This design comes from an exercise in tuning for small area and a short achievable clock period on the open sky130 flow, not from production work. Power figures rest on the tool's default switching activity, not on a simulated workload.

== run 1 ==
==> flow/design.v <==
package muxbus_responder_pkg;
  typedef enum logic [1:0] {
    S_IDLE = 2'd0,
    S_LO   = 2'd1,
    S_HI   = 2'd2,
    S_DATA = 2'd3
  } state_t;
  localparam logic [7:0] OE_WRITE = 8'hFF;
  localparam logic [7:0] OE_READ  = 8'h00;
  function automatic logic in_window(input logic [15:0] addr,
                                     input logic [15:0] base,
                                     input int unsigned aw);
    in_window = ((addr >> aw) == (base >> aw));
  endfunction
endpackage
module muxbus_ram #(
  parameter int AW = 8
) (
  input  logic          clk,
  input  logic [AW-1:0] addr,
  input  logic          we,
  input  logic [7:0]    wdata,
  output logic [7:0]    rdata
);
  logic [7:0]   mem [256];
  logic [31:0]  lsel_n_q;
  logic [7:0]   hsel_n_q, hwe_n;
  logic [255:0] row_we, row_keep;
  logic [7:0]   grp_n_q [8];
  always_ff @(posedge clk) begin
    for (int i = 0; i < 32; i++) lsel_n_q[i] <= (addr[4:0] != 5'(i));
    for (int j = 0; j < 8; j++)  hsel_n_q[j] <= (addr[7:5] != 3'(j));
  end
  assign hwe_n = ~({8{we}} & ~hsel_n_q);
  for (genvar r = 0; r < 256; r++) begin : g_row
    logic [7:0] d;
    muxbus_nor2  u_we   (.a(lsel_n_q[r % 32]), .b(hwe_n[r / 32]), .y(row_we[r]));
    muxbus_inv   u_keep (.a(row_we[r]), .y(row_keep[r]));
    for (genvar b = 0; b < 8; b++) begin : g_cell
      muxbus_a22o u_d (.a1(mem[r][b]), .a2(row_keep[r]), .b1(wdata[b]), .b2(row_we[r]), .x(d[b]));
    end
    always_ff @(posedge clk) mem[r] <= d;
  end
  for (genvar b = 0; b < 8; b++) begin : g_bit
    logic [7:0] grp_n;
    for (genvar j = 0; j < 8; j++) begin : g_grp
      logic [31:0] col;
      for (genvar i = 0; i < 32; i++) begin : g_col
        assign col[i] = mem[32*j+i][b];
      end
      muxbus_rdgrp u_grp (.m(col), .sel_n(lsel_n_q), .gsel_n(hsel_n_q[j]), .y_n(grp_n[j]));
    end
    always_ff @(posedge clk) grp_n_q[b] <= grp_n;
    assign rdata[b] = ~|grp_n_q[b];
  end
endmodule
module muxbus_rdgrp (input logic [31:0] m, input logic [31:0] sel_n,
                     input logic gsel_n, output logic y_n);
  logic [15:0] pair_n;
  logic [3:0]  quad;
  always_comb begin
    for (int k = 0; k < 16; k++)
      pair_n[k] = ~((m[2*k] | sel_n[2*k]) & (m[2*k+1] | sel_n[2*k+1]));
    for (int q = 0; q < 4; q++)
      quad[q] = ~(pair_n[4*q] | pair_n[4*q+1] | pair_n[4*q+2] | pair_n[4*q+3]);
    y_n = ~((&quad) | gsel_n);
  end
endmodule
module muxbus_nor2 (input logic a, b, output logic y);
  assign y = ~(a | b);
endmodule
module muxbus_inv (input logic a, output logic y);
  assign y = ~a;
endmodule
module muxbus_a22o (input logic a1, a2, b1, b2, output logic x);
  assign x = (a1 & a2) | (b1 & b2);
endmodule
module muxbus_responder #(
  parameter int         MEM_AW    = 8,
  parameter logic [15:0] BASE     = 16'h0000,
  parameter logic [7:0] MISS_DATA = 8'hEA
) (
  input  logic             clk,
  input  logic             rst_n,
  input  logic             phi,
  input  logic [7:0]       addr_mux,
  input  logic [7:0]       bus_in,
  input  logic [7:0]       bus_oe_in,
  output logic [7:0]       data_out,
  output logic             data_oe,
  output logic             phase_err,
  output logic [15:0]      rd_count,
  output logic [15:0]      wr_count
);
  muxbus_responder_pkg::state_t state_q, state_d;
  logic              phi_q, fall, rise;
  logic              lo_done_q, is_wr_q, hit_q, phase_err_q, rd_data_q;
  logic              wr_pend_q;
  logic [MEM_AW-1:0] addr_lo_q;
  logic [7:0]        wdata_q, data_out_q, ram_rdata;
  logic              latch_lo, latch_hi, cycle_done, err_set;
  assign fall = phi_q & ~phi;
  assign rise = ~phi_q & phi;
  always_comb begin
    state_d    = state_q;
    latch_lo   = 1'b0;
    latch_hi   = 1'b0;
    cycle_done = 1'b0;
    err_set    = 1'b0;
    case (state_q)
      muxbus_responder_pkg::S_IDLE: if (fall) state_d = muxbus_responder_pkg::S_LO;
      muxbus_responder_pkg::S_LO: begin
        if (rise) begin
          if (!lo_done_q) begin
            err_set = 1'b1;
            state_d = muxbus_responder_pkg::S_IDLE;
          end else begin
            state_d = muxbus_responder_pkg::S_HI;
          end
        end else if (!lo_done_q) begin
          latch_lo = 1'b1;
        end
      end
      muxbus_responder_pkg::S_HI: begin
        if (fall) begin
          err_set = 1'b1;
          state_d = muxbus_responder_pkg::S_LO;
        end else begin
          latch_hi = 1'b1;
          state_d  = muxbus_responder_pkg::S_DATA;
        end
      end
      muxbus_responder_pkg::S_DATA: begin
        if (fall) begin
          cycle_done = 1'b1;
          state_d    = muxbus_responder_pkg::S_LO;
        end
      end
      default: state_d = muxbus_responder_pkg::S_IDLE;
    endcase
  end
  always_ff @(posedge clk or negedge rst_n) begin
    if (!rst_n) begin
      state_q     <= muxbus_responder_pkg::S_IDLE;
      phi_q       <= 1'b0;
      rd_data_q   <= 1'b0;
      phase_err_q <= 1'b0;
    end else begin
      state_q   <= state_d;
      phi_q     <= phi;
      rd_data_q <= (state_d == muxbus_responder_pkg::S_DATA) & ~is_wr_q;
      if (err_set) phase_err_q <= 1'b1;
    end
  end
  always_ff @(posedge clk) begin
    if (state_q != muxbus_responder_pkg::S_LO) lo_done_q <= 1'b0;
    else if (latch_lo)                         lo_done_q <= 1'b1;
    if (latch_lo) begin
      addr_lo_q <= MEM_AW'(addr_mux);
      is_wr_q   <= (bus_oe_in == muxbus_responder_pkg::OE_WRITE);
    end
    if (latch_hi) begin
      wdata_q <= bus_in;
      hit_q   <= muxbus_responder_pkg::in_window({addr_mux, 8'h00}, BASE, MEM_AW);
    end
    wr_pend_q  <= cycle_done & is_wr_q & hit_q;
    data_out_q <= hit_q ? ram_rdata : MISS_DATA;
  end
  muxbus_ram #(.AW(MEM_AW)) u_ram (
    .clk   (clk),
    .addr  (addr_lo_q),
    .we    (wr_pend_q),
    .wdata (wdata_q),
    .rdata (ram_rdata)
  );
  assign data_out  = data_out_q;
  assign data_oe   = rd_data_q & phi;
  assign phase_err = phase_err_q;
  logic [15:0] rd_cnt_q, wr_cnt_q;
  always_ff @(posedge clk or negedge rst_n) begin
    if (!rst_n) begin
      rd_cnt_q <= '0;
      wr_cnt_q <= '0;
    end else if (cycle_done) begin
      if (is_wr_q) wr_cnt_q <= wr_cnt_q + 16'd1;
      else         rd_cnt_q <= rd_cnt_q + 16'd1;
    end
  end
  assign rd_count = rd_cnt_q;
  assign wr_count = wr_cnt_q;
endmodule
module muxbus_responder_top (
  input  logic        clk,
  input  logic        rst_n,
  input  logic        phi,
  input  logic [7:0]  addr_mux,
  input  logic [7:0]  bus_in,
  input  logic [7:0]  bus_oe_in,
  output logic [7:0]  data_out,
  output logic        data_oe,
  output logic        phase_err,
  output logic [15:0] rd_count,
  output logic [15:0] wr_count
);
  muxbus_responder #(
    .MEM_AW    (8),
    .BASE      (16'h0000),
    .MISS_DATA (8'hEA)
  ) u_resp (
    .clk       (clk),
    .rst_n     (rst_n),
    .phi       (phi),
    .addr_mux  (addr_mux),
    .bus_in    (bus_in),
    .bus_oe_in (bus_oe_in),
    .data_out  (data_out),
    .data_oe   (data_oe),
    .phase_err (phase_err),
    .rd_count  (rd_count),
    .wr_count  (wr_count)
  );
endmodule
==> flow/config.mk <==
export PLATFORM = sky130hd
export DESIGN_NAME = muxbus_responder_top
export DESIGN_NICKNAME = muxbus_responder_top
export VERILOG_FILES = /design/flow/design.v
export SDC_FILE = /design/flow/constraint.sdc
export NUM_CORES = 4
export LEC_CHECK = 0
export CAP_MARGIN = 20
export CORE_MARGIN = 2
export CORE_UTILIZATION = 55
export CTS_CLUSTER_DIAMETER = 80
export CTS_CLUSTER_SIZE = 26
export PLACE_DENSITY = 0.65
export SETUP_SLACK_MARGIN = 2.7
export SLEW_MARGIN = 20
export SYNTH_HIERARCHICAL = 1
==> flow/constraint.sdc <==
create_clock -name core_clock -period 5.0 [get_ports {clk}]
set_input_delay 1.0000 -clock core_clock [delete_from_list [all_inputs] [get_ports {clk}]]
set_output_delay 1.0000 -clock core_clock [all_outputs]
set_load 0.01 [all_outputs]
standard.sh (not shown) runs the stock make flow with config.mk's settings and CLKGATE_MAP_FILE= SYNTH_SCRIPT=/design/flow/synth_recipe.tcl, a recipe that flattens the netlist after the stock synthesis.
==> flow/flow/run.sh <==
#!/bin/bash
set -euo pipefail
bash standard.sh synth > synth.log 2>&1
bash standard.sh finish MATCH_CELL_FOOTPRINT=0 "BUFFER_PORTS_ARGS=-buffer_cell sky130_fd_sc_hd__buf_2" > layout.log 2>&1
for f in orfs/logs/*/muxbus_responder_top/base/*.log; do cp "$f" "orfs_$(basename "$f")"; done
diff inputs: run 1 => run 2
-- flow/design.v --
<<< run 1, line 27
  logic [7:0]   hsel_n_q, hwe_n;
  logic [255:0] row_we, row_keep;
  logic [7:0]   grp_n_q [8];
  always_ff @(posedge clk) begin
    for (int i = 0; i < 32; i++) lsel_n_q[i] <= (addr[4:0] != 5'(i));
>>> run 2, line 27
  logic [7:0]   hsel_n_q, hwe_n;
  logic [255:0] row_we, row_keep;
  logic [7:0]   grp_q [8];
  always_ff @(posedge clk) begin
    for (int i = 0; i < 32; i++) lsel_n_q[i] <= (addr[4:0] != 5'(i));
<<< run 1, line 43
  end
  for (genvar b = 0; b < 8; b++) begin : g_bit
    logic [7:0] grp_n;
    for (genvar j = 0; j < 8; j++) begin : g_grp
      logic [31:0] col;
>>> run 2, line 43
  end
  for (genvar b = 0; b < 8; b++) begin : g_bit
    logic [7:0] grp;
    for (genvar j = 0; j < 8; j++) begin : g_grp
      logic [31:0] col;
<<< run 1, line 49
        assign col[i] = mem[32*j+i][b];
      end
      muxbus_rdgrp u_grp (.m(col), .sel_n(lsel_n_q), .gsel_n(hsel_n_q[j]), .y_n(grp_n[j]));
    end
    always_ff @(posedge clk) grp_n_q[b] <= grp_n;
    assign rdata[b] = ~|grp_n_q[b];
  end
endmodule
module muxbus_rdgrp (input logic [31:0] m, input logic [31:0] sel_n,
                     input logic gsel_n, output logic y_n);
  logic [15:0] pair_n;
  logic [3:0]  quad;
  always_comb begin
    for (int k = 0; k < 16; k++)
      pair_n[k] = ~((m[2*k] | sel_n[2*k]) & (m[2*k+1] | sel_n[2*k+1]));
    for (int q = 0; q < 4; q++)
      quad[q] = ~(pair_n[4*q] | pair_n[4*q+1] | pair_n[4*q+2] | pair_n[4*q+3]);
    y_n = ~((&quad) | gsel_n);
  end
endmodule
module muxbus_nor2 (input logic a, b, output logic y);
>>> run 2, line 49
        assign col[i] = mem[32*j+i][b];
      end
      muxbus_rdgrp u_grp (.m(col), .sel_n(lsel_n_q), .gsel_n(hsel_n_q[j]), .y(grp[j]));
    end
    always_ff @(posedge clk) grp_q[b] <= grp;
    assign rdata[b] = &grp_q[b];
  end
endmodule
module muxbus_rdgrp (input logic [31:0] m, input logic [31:0] sel_n,
                     input logic gsel_n, output logic y);
  logic [15:0] pair_n;    
  logic [7:0]  quad;      
  logic [1:0]  half_n;    
  for (genvar k = 0; k < 16; k++) begin : g_pair
    muxbus_o22ai u_pair (.a1(m[2*k]), .a2(sel_n[2*k]), .b1(m[2*k+1]), .b2(sel_n[2*k+1]),
                         .y(pair_n[k]));
  end
  for (genvar q = 0; q < 8; q++) begin : g_quad
    muxbus_nor2 u_quad (.a(pair_n[2*q]), .b(pair_n[2*q+1]), .y(quad[q]));
  end
  for (genvar h = 0; h < 2; h++) begin : g_half
    muxbus_nand4 u_half (.a(quad[4*h]), .b(quad[4*h+1]), .c(quad[4*h+2]), .d(quad[4*h+3]),
                         .y(half_n[h]));
  end
  muxbus_o21bai u_out (.a1(half_n[0]), .a2(half_n[1]), .b1_n(gsel_n), .y(y));
endmodule
module muxbus_nor2 (input logic a, b, output logic y);
<<< run 1, line 75
module muxbus_a22o (input logic a1, a2, b1, b2, output logic x);
  assign x = (a1 & a2) | (b1 & b2);
endmodule
module muxbus_responder #(
>>> run 2, line 81
module muxbus_a22o (input logic a1, a2, b1, b2, output logic x);
  assign x = (a1 & a2) | (b1 & b2);
endmodule
module muxbus_o22ai (input logic a1, a2, b1, b2, output logic y);
  assign y = ~((a1 | a2) & (b1 | b2));
endmodule
module muxbus_nand4 (input logic a, b, c, d, output logic y);
  assign y = ~(a & b & c & d);
endmodule
module muxbus_o21bai (input logic a1, a2, b1_n, output logic y);
  assign y = ~((a1 | a2) & ~b1_n);
endmodule
module muxbus_responder #(
Results
- | worst setup slack | run 2 vs run 1 | better |
- Part of the total power dissipated in combinational logic: run 2 > run 1
- The met2 capacity usage during global routing of run 2 falls short of that of run 1 by 5.4 points.
- Ratio of final minimum period to clock period in run 2 vs run 1: down 2.3 points
- Synthesized cell count: lower on run 1
- Compared with run 1, in run 2 pin count of the biggest net entering global routing now sits higher, buffering overhead now sits lower, layout buffer count excluding clock buffers now sits lower, via count of the first global-routing pass now sits at about the same level, post-route standard cell area excluding fillers now sits at about the same level.
- Synthesized area per cell shrinks by a few percent when moving from run 1 to run 2.
- On parity-gate share of the synthesized area counting xor and xnor cells, run 2 and run 1 are neck and neck.
- Between run 1 and run 2, core utilization decreased.
- Of run 2 and run 1, it is run 2 that has the higher register-to-register setup slack.
No functional check of the RTL was part of any run of this note.

## afterwards: timing with drivers on the ports
How much do the figures lean on ideal ports? The routed layouts below were timed once more, with nothing changed but the port constraints. Step 1 sets driving cells, clkbuf_16 on the clock port and buf_2 on the other inputs (assumed; they add their load-dependent delay and slew). Step 2 times the ports against the registers' clock, not the clock port: input delays grow and output delays shrink by t, the midpoint of the rising clock arrivals with the driver on. Slacks: ideal / step 1 / step 2; pairs: ideal / step 1.
run	t, ns	setup WS [ns]	slew at the worst register clock pin (ns)
run 1	0.836	2.448 / 2.448 / 2.448	0.11 / 0.11
run 2	0.831	2.563 / 2.521 / 2.516	0.11 / 0.11
After both steps setup and hold are still met in every run listed. For run 2, which loses most, drivers alone change the setup slack by -0.042 ns; drivers and shift together by -0.047 ns.
